Background: an optimization exercise with open tools, aiming at small area, a short achievable clock period and few clock cycles per item. Do not read the settings as production practice. Only simulation tests tie the RTL to the original design; equivalence was not proved. No activity file was given, so power comes from the tool's default toggle rates.

==> build 86: inputs <==
// data_mem_ctrl
module data_mem_ctrl #(
    parameter int DWIDTH  = 16,
    parameter int AWIDTH  = 16,
    parameter int DEPTH   = DMEM_DEPTH,
    parameter int LATENCY = DMEM_LATENCY
) (
    input  logic              clk,
    input  logic              rst,
    input  logic              ram_en,
    input  logic              wen,
    input  logic [AWIDTH-1:0] ram_addr,
    input  logic [DWIDTH-1:0] w_ram_data,
    output logic [DWIDTH-1:0] r_ram_data,
    output logic              ram_valid,
    output logic              busy
    ,
    output logic              addr_err
);
==> module dmem_array, before the edit <==
module dmem_array #(
    parameter int DWIDTH = 16,
    parameter int DEPTH  = 256,
    parameter int GS     = 16,
    localparam int IW    = (DEPTH > 1) ? $clog2(DEPTH) : 1,
    localparam int LW    = $clog2(GS),
    localparam int NG    = DEPTH / GS
) (
    input  logic              clk,
    input  logic              we,
    input  logic [IW-1:0]     widx,
    input  logic [DWIDTH-1:0] wdata,
    input  logic [IW-1:0]     ridx,
    input  logic [IW-LW-1:0]  ridx_hi,
    output logic [DWIDTH-1:0] rdata
);
    logic [DWIDTH-1:0] mem_q [DEPTH];
    logic [DWIDTH-1:0] grp_q [NG];
    always_ff @(posedge clk) begin
        if (we) begin
            mem_q[widx] <= wdata;
        end
    end
    always_ff @(posedge clk) begin
        for (int g = 0; g < NG; g++) begin
            grp_q[g] <= mem_q[g * GS + int'(ridx[LW-1:0])];
        end
    end
    assign rdata = grp_q[ridx_hi];
endmodule
==> module data_mem_ctrl, before the edit <==
module data_mem_ctrl #(
    parameter int DWIDTH  = 16,
    parameter int AWIDTH  = 16,
    parameter int DEPTH   = DMEM_DEPTH,
    parameter int LATENCY = DMEM_LATENCY
) (
    input  logic              clk,
    input  logic              rst,
    input  logic              ram_en,
    input  logic              wen,
    input  logic [AWIDTH-1:0] ram_addr,
    input  logic [DWIDTH-1:0] w_ram_data,
    output logic [DWIDTH-1:0] r_ram_data,
    output logic              ram_valid,
    output logic              busy
    ,
    output logic              addr_err
);
    localparam int IW = (DEPTH > 1) ? $clog2(DEPTH) : 1;
    localparam int GS = 16;
    localparam int LW = $clog2(GS);
    logic              in_err;
    logic              v1_q, w1_q, err1_q;
    logic [IW-1:0]     idx1_q;
    logic [DWIDTH-1:0] wd1_q;
    logic              v2_q, w2_q, err2_q;
    logic [IW-LW-1:0]  hi2_q;
    logic              v3_q, err3_q;
    logic [DWIDTH-1:0] rdata_q;
    logic [DWIDTH-1:0] arr_rdata;
    localparam logic [AWIDTH:0] DEPTH_A = (AWIDTH + 1)'(DEPTH);
    assign in_err = ({1'b0, ram_addr} >= DEPTH_A);
    always_ff @(posedge clk) begin
        v1_q   <= ram_en && !rst;
        w1_q   <= wen;
        err1_q <= in_err;
        idx1_q <= ram_addr[IW-1:0];
        wd1_q  <= w_ram_data;
    end
    always_ff @(posedge clk) begin
        v2_q   <= v1_q && !rst;
        w2_q   <= w1_q;
        err2_q <= err1_q;
        hi2_q  <= idx1_q[IW-1:LW];
    end
    always_ff @(posedge clk) begin
        if (rst) begin
            v3_q    <= 1'b0;
            err3_q  <= 1'b0;
            rdata_q <= '0;
        end else begin
            v3_q   <= v2_q;
            err3_q <= v2_q && err2_q;
            if (v2_q && !w2_q) begin
                rdata_q <= err2_q ? '0 : arr_rdata;
            end
        end
    end
    assign ram_valid  = v3_q;
    assign busy       = 1'b0;
    assign r_ram_data = rdata_q;
    assign addr_err   = err3_q;
    dmem_array #(
        .DWIDTH(DWIDTH),
        .DEPTH (DEPTH),
        .GS    (GS)
    ) u_array (
        .clk    (clk),
        .we     (v1_q && w1_q && !err1_q),
        .widx   (idx1_q),
        .wdata  (wd1_q),
        .ridx   (idx1_q),
        .ridx_hi(hi2_q),
        .rdata  (arr_rdata)
    );
endmodule
clock: 5.0 ns
lec_check: 0
cap_margin: 20
core_margin: 2
core_utilization: 40
slew_margin: 20
run.sh (not shown) runs the stock make flow with config.mk's settings and CLKGATE_MAP_FILE= SYNTH_SCRIPT=/design/flow/synth_recipe.tcl, a recipe that flattens the netlist after the stock synthesis.
==> trial 14 (differences from build 86) <==
==> flow/design.v (replaced) <==
package dmem_pkg;
    localparam int DMEM_DEPTH   = 256;
    localparam int DMEM_LATENCY = 2;
endpackage
module dmem_array #(
    parameter int DWIDTH = 16,
    parameter int DEPTH  = 256,
    parameter int GS     = 32,
    parameter int NH     = 2,
    localparam int NG    = DEPTH / GS
) (
    input  logic              clk,
    input  logic [NG-1:0]     wgsel,
    input  logic [GS-1:0]     wcsel,
    input  logic [DWIDTH-1:0] wdata,
    input  logic [NH*GS-1:0]  rcsel,
    input  logic [NG-1:0]     rgsel,
    output logic [DWIDTH-1:0] rdata
);
    localparam int GPH = NG / NH;
    logic [DWIDTH-1:0] mem_q [DEPTH];
    logic [DWIDTH-1:0] grp_d [NG];
    logic [DWIDTH-1:0] grp_q [NG];
    always_ff @(posedge clk) begin
        for (int g = 0; g < NG; g++) begin
            for (int c = 0; c < GS; c++) begin
                if (wgsel[g] && wcsel[c]) begin
                    mem_q[g * GS + c] <= wdata;
                end
            end
        end
    end
    always_comb begin
        for (int g = 0; g < NG; g++) begin
            grp_d[g] = '0;
            for (int c = 0; c < GS; c++) begin
                grp_d[g] = grp_d[g] | (mem_q[g * GS + c] & {DWIDTH{rcsel[(g / GPH) * GS + c]}});
            end
        end
    end
    always_ff @(posedge clk) begin
        for (int g = 0; g < NG; g++) begin
            grp_q[g] <= grp_d[g];
        end
    end
    always_comb begin
        rdata = '0;
        for (int g = 0; g < NG; g++) begin
            rdata = rdata | (grp_q[g] & {DWIDTH{rgsel[g]}});
        end
    end
endmodule
import dmem_pkg::*;
module data_mem_ctrl #(
    parameter int DWIDTH  = 16,
    parameter int AWIDTH  = 16,
    parameter int DEPTH   = DMEM_DEPTH,
    parameter int LATENCY = DMEM_LATENCY
) (
    input  logic              clk,
    input  logic              rst,
    input  logic              ram_en,
    input  logic              wen,
    input  logic [AWIDTH-1:0] ram_addr,
    input  logic [DWIDTH-1:0] w_ram_data,
    output logic [DWIDTH-1:0] r_ram_data,
    output logic              ram_valid,
    output logic              busy
    ,
    output logic              addr_err
);
    localparam int IW = (DEPTH > 1) ? $clog2(DEPTH) : 1;
    localparam int GS = 32;
    localparam int LW = $clog2(GS);
    localparam int NG = DEPTH / GS;
    localparam int NH = 2;
    localparam int HW = $clog2(NH);
    logic              in_err;
    logic              in_we;
    logic [NG-1:0]     in_gsel;
    logic [GS-1:0]     in_csel;
    logic [NH*GS-1:0]  in_rcsel;
    logic              v1_q, w1_q, err1_q;
    logic [NG-1:0]     gsel1_q;
    logic [NH*GS-1:0]  rcsel1_q;
    logic [NG-1:0]     wgsel1_q;
    logic [GS-1:0]     wcsel1_q;
    logic [DWIDTH-1:0] wd1_q;
    logic              v2_q, w2_q, err2_q;
    logic [NG-1:0]     gsel2_q;
    logic              v3_q, err3_q;
    logic [DWIDTH-1:0] rdata_q;
    logic [DWIDTH-1:0] arr_rdata;
    localparam logic [AWIDTH:0] DEPTH_A = (AWIDTH + 1)'(DEPTH);
    assign in_err = ({1'b0, ram_addr} >= DEPTH_A);
    assign in_we = ram_en && wen && !rst;
    always_comb begin
        for (int g = 0; g < NG; g++) in_gsel[g] = !in_err && (ram_addr[IW-1:LW] == (IW-LW)'(g));
        for (int c = 0; c < GS; c++) in_csel[c] = (ram_addr[LW-1:0] == LW'(c));
        for (int h = 0; h < NH; h++) begin
            for (int c = 0; c < GS; c++) begin
                in_rcsel[h * GS + c] = in_csel[c] && (ram_addr[IW-1:IW-HW] == HW'(h));
            end
        end
    end
    always_ff @(posedge clk) begin
        v1_q     <= ram_en && !rst;
        w1_q     <= wen;
        err1_q   <= in_err;
        gsel1_q  <= in_gsel;
        rcsel1_q <= in_rcsel;
        wgsel1_q <= in_gsel & {NG{in_we}};
        wcsel1_q <= in_csel & {GS{in_we}};
        wd1_q    <= w_ram_data;
    end
    always_ff @(posedge clk) begin
        v2_q    <= v1_q && !rst;
        w2_q    <= w1_q;
        err2_q  <= err1_q;
        gsel2_q <= gsel1_q;
    end
    always_ff @(posedge clk) begin
        if (rst) begin
            v3_q    <= 1'b0;
            err3_q  <= 1'b0;
            rdata_q <= '0;
        end else begin
            v3_q   <= v2_q;
            err3_q <= v2_q && err2_q;
            if (v2_q && !w2_q) begin
                rdata_q <= arr_rdata;
            end
        end
    end
    assign ram_valid  = v3_q;
    assign busy       = 1'b0;
    assign r_ram_data = rdata_q;
    assign addr_err   = err3_q;
    dmem_array #(
        .DWIDTH(DWIDTH),
        .DEPTH (DEPTH),
        .GS    (GS),
        .NH    (NH)
    ) u_array (
        .clk  (clk),
        .wgsel(wgsel1_q),
        .wcsel(wcsel1_q),
        .wdata(wd1_q),
        .rcsel(rcsel1_q),
        .rgsel(gsel2_q),
        .rdata(arr_rdata)
    );
endmodule
==> flow/flow/run.sh (new file) <==
#!/bin/bash
# The standard layout, with two changes: plain buffers (sky130_fd_sc_hd__buf_4) instead of the
# default delay-cell buffers on the input and output ports, and clock tree synthesis without
# dummy loads. make's full output goes to flow_make.log.
set -euo pipefail
export BUFFER_PORTS_ARGS="-buffer_cell sky130_fd_sc_hd__buf_4"
export CTS_ARGS="-sink_clustering_enable -repair_clock_nets -sink_clustering_size 26 -sink_clustering_max_diameter 80 -dont_use_dummy_load"
bash standard.sh finish > flow_make.log 2>&1
==> flow/standard.sh (new file) <==
#!/bin/bash
# synth_recipe.tcl (not shown) runs the flow's synth.tcl, then flattens the netlist and writes it again
# the make line also repeats each setting of config.mk as NAME=value (left out here)
make -C /OpenROAD-flow-scripts/flow DESIGN_CONFIG=/design/flow/config.mk WORK_HOME=/design/flow/orfs CLKGATE_MAP_FILE= SYNTH_SCRIPT=/design/flow/synth_recipe.tcl "${@:-finish}"
Settings changed: ABC_CLOCK_PERIOD_IN_PS set to 2500, CORE_UTILIZATION 40 to 60, CTS_CLUSTER_DIAMETER set to 80, CTS_CLUSTER_SIZE set to 26, SETUP_SLACK_MARGIN set to 2.6.
removed: flow/run.sh
==> trial 70 (differences from build 86) <==
==> flow/design.v (replaced) <==
package dmem_pkg;
    localparam int DMEM_DEPTH   = 256;
    localparam int DMEM_LATENCY = 2;
endpackage
module dmem_array #(
    parameter int DWIDTH = 16,
    parameter int DEPTH  = 256,
    parameter int GS     = 32,
    localparam int NG    = DEPTH / GS
) (
    input  logic              clk,
    input  logic [NG-1:0]     wgsel,
    input  logic [GS-1:0]     csel,
    input  logic [DWIDTH-1:0] wdata,
    input  logic [NG-1:0]     rgsel,
    output logic [DWIDTH-1:0] rdata
);
    logic [DWIDTH-1:0] mem_q [DEPTH];
    logic [DWIDTH-1:0] grp_d [NG];
    logic [DWIDTH-1:0] grp_q [NG];
    always_ff @(posedge clk) begin
        for (int g = 0; g < NG; g++) begin
            for (int c = 0; c < GS; c++) begin
                if (wgsel[g] && csel[c]) begin
                    mem_q[g * GS + c] <= wdata;
                end
            end
        end
    end
    always_comb begin
        for (int g = 0; g < NG; g++) begin
            grp_d[g] = '0;
            for (int c = 0; c < GS; c++) begin
                grp_d[g] = grp_d[g] | (mem_q[g * GS + c] & {DWIDTH{csel[c]}});
            end
        end
    end
    always_ff @(posedge clk) begin
        for (int g = 0; g < NG; g++) begin
            grp_q[g] <= grp_d[g];
        end
    end
    always_comb begin
        rdata = '0;
        for (int g = 0; g < NG; g++) begin
            rdata = rdata | (grp_q[g] & {DWIDTH{rgsel[g]}});
        end
    end
endmodule
import dmem_pkg::*;
module data_mem_ctrl #(
    parameter int DWIDTH  = 16,
    parameter int AWIDTH  = 16,
    parameter int DEPTH   = DMEM_DEPTH,
    parameter int LATENCY = DMEM_LATENCY
) (
    input  logic              clk,
    input  logic              rst,
    input  logic              ram_en,
    input  logic              wen,
    input  logic [AWIDTH-1:0] ram_addr,
    input  logic [DWIDTH-1:0] w_ram_data,
    output logic [DWIDTH-1:0] r_ram_data,
    output logic              ram_valid,
    output logic              busy
    ,
    output logic              addr_err
);
    localparam int IW = (DEPTH > 1) ? $clog2(DEPTH) : 1;
    localparam int GS = 32;
    localparam int LW = $clog2(GS);
    localparam int NG = DEPTH / GS;
    logic              in_err;
    logic [NG-1:0]     in_gsel;
    logic [GS-1:0]     in_csel;
    logic              v1_q, w1_q, err1_q;
    logic [NG-1:0]     gsel1_q;
    logic [GS-1:0]     csel1_q;
    logic [DWIDTH-1:0] wd1_q;
    logic              v2_q, w2_q, err2_q;
    logic [NG-1:0]     gsel2_q;
    logic              v3_q, err3_q;
    logic [DWIDTH-1:0] rdata_q;
    logic [DWIDTH-1:0] arr_rdata;
    localparam logic [AWIDTH:0] DEPTH_A = (AWIDTH + 1)'(DEPTH);
    assign in_err = ({1'b0, ram_addr} >= DEPTH_A);
    always_comb begin
        for (int g = 0; g < NG; g++) in_gsel[g] = !in_err && (ram_addr[IW-1:LW] == (IW-LW)'(g));
        for (int c = 0; c < GS; c++) in_csel[c] = (ram_addr[LW-1:0] == LW'(c));
    end
    always_ff @(posedge clk) begin
        v1_q    <= ram_en && !rst;
        w1_q    <= wen;
        err1_q  <= in_err;
        gsel1_q <= in_gsel;
        csel1_q <= in_csel;
        wd1_q   <= w_ram_data;
    end
    always_ff @(posedge clk) begin
        v2_q    <= v1_q && !rst;
        w2_q    <= w1_q;
        err2_q  <= err1_q;
        gsel2_q <= gsel1_q;
    end
    always_ff @(posedge clk) begin
        if (rst) begin
            v3_q    <= 1'b0;
            err3_q  <= 1'b0;
            rdata_q <= '0;
        end else begin
            v3_q   <= v2_q;
            err3_q <= v2_q && err2_q;
            if (v2_q && !w2_q) begin
                rdata_q <= arr_rdata;
            end
        end
    end
    assign ram_valid  = v3_q;
    assign busy       = 1'b0;
    assign r_ram_data = rdata_q;
    assign addr_err   = err3_q;
    dmem_array #(
        .DWIDTH(DWIDTH),
        .DEPTH (DEPTH),
        .GS    (GS)
    ) u_array (
        .clk  (clk),
        .wgsel(gsel1_q & {NG{v1_q && w1_q}}),
        .csel (csel1_q),
        .wdata(wd1_q),
        .rgsel(gsel2_q),
        .rdata(arr_rdata)
    );
endmodule
==> flow/flow/run.sh (new file) <==
#!/bin/bash
# The standard layout, with two changes: plain buffers (sky130_fd_sc_hd__buf_4) instead of the
# default delay-cell buffers on the input and output ports, and clock tree synthesis without
# dummy loads. make's full output goes to flow_make.log.
set -euo pipefail
export BUFFER_PORTS_ARGS="-buffer_cell sky130_fd_sc_hd__buf_4"
export CTS_ARGS="-sink_clustering_enable -repair_clock_nets -sink_clustering_size 26 -sink_clustering_max_diameter 80 -dont_use_dummy_load"
bash standard.sh finish > flow_make.log 2>&1
==> flow/standard.sh (new file) <==
#!/bin/bash
# synth_recipe.tcl (not shown) runs the flow's synth.tcl, then flattens the netlist and writes it again
# the make line also repeats each setting of config.mk as NAME=value (left out here)
make -C /OpenROAD-flow-scripts/flow DESIGN_CONFIG=/design/flow/config.mk WORK_HOME=/design/flow/orfs CLKGATE_MAP_FILE= SYNTH_SCRIPT=/design/flow/synth_recipe.tcl "${@:-finish}"
Settings changed: ABC_CLOCK_PERIOD_IN_PS set to 2500, CORE_UTILIZATION 40 to 60, CTS_CLUSTER_DIAMETER set to 80, CTS_CLUSTER_SIZE set to 26, SETUP_SLACK_MARGIN set to 2.65.
removed: flow/run.sh
==> results.txt <==
Clock-buffer cell count: build 86 > trial 14 > trial 70. Against trial 70, the sequential cell count of trial 14 is higher by 72. The lowest cell area belongs to trial 70, the highest to build 86. The lowest wire length belongs to build 86, the highest to trial 70. Critical path depth is the same in trial 14 and trial 70. The lowest non-clock buffer count belongs to trial 14, the highest to build 86.
==> figures <==
	build 86	trial 14	trial 70
Data arrival, critical path	5.16 ns	3.28 ns	3.23 ns
Fin crit period	4.29 ns	2.51 ns	2.50 ns
Largest net degree at the start of global routing	224	182	134
Filler cell count	33100	17800	16900
Setup slack after placement	0.838 ns	2.15 ns	2.02 ns
Fraction of area in clock buffers and inverters	7.84%	2.90%	2.89%
Depth of the worst register-to-register path	6	4	4
GR met1 Demand/Resource	27.5%	52.6%	58.4%
Sw Pwr	0.0162 W	0.0122 W	0.0125 W
Final core occ	46.1%	63.8%	64.9%
Initial antenna violation count	29	65	45
Result of the run	timing/DRC/antenna clean	timing/DRC/antenna clean	timing/DRC/antenna clean
Total area of multi-input combinational cells	32300 sq um	23200 sq um	23000 sq um
Warnings, synthesis	3	5	5
Testbench counts of build 86, summed over its fixed seeds: cycles 24,024, items 24,000.
Testbench counts of trial 14, summed over its fixed seeds: cycles 24,024, items 24,000.
Testbench counts of trial 70, summed over its fixed seeds: cycles 24,024, items 24,000.

## static timing again, ports no longer ideal
Ports are ideal in the flow. The routed layouts listed here were re-timed in OpenROAD.
Step 1, drivers: a clkbuf_16 drives clk and a buf_2 each remaining input, both assumed.
Step 2, shift: input delay + t, output delay - t, t = (earliest + latest rising clock arrival at the registers) / 2. This alone moves slack from input paths to output paths.
Slacks: no drivers / after step 1 / after step 2; pairs: no drivers / after step 1.
run	shift t [ns]	setup WS [ns]	worst setup path at the end	worst register clock-pin slew, ns
build 86	1.062	0.707 / 0.707 / 0.707	register to register	0.07 / 0.07
trial 14	0.973	2.493 / 2.455 / 2.056	input to register	0.11 / 0.11
trial 70	0.969	2.497 / 2.423 / 2.038	input to register	0.11 / 0.11
After both steps setup and hold are still met in every run listed. For trial 70, which loses most, drivers alone change the setup slack by -0.074 ns; drivers and shift together by -0.459 ns.
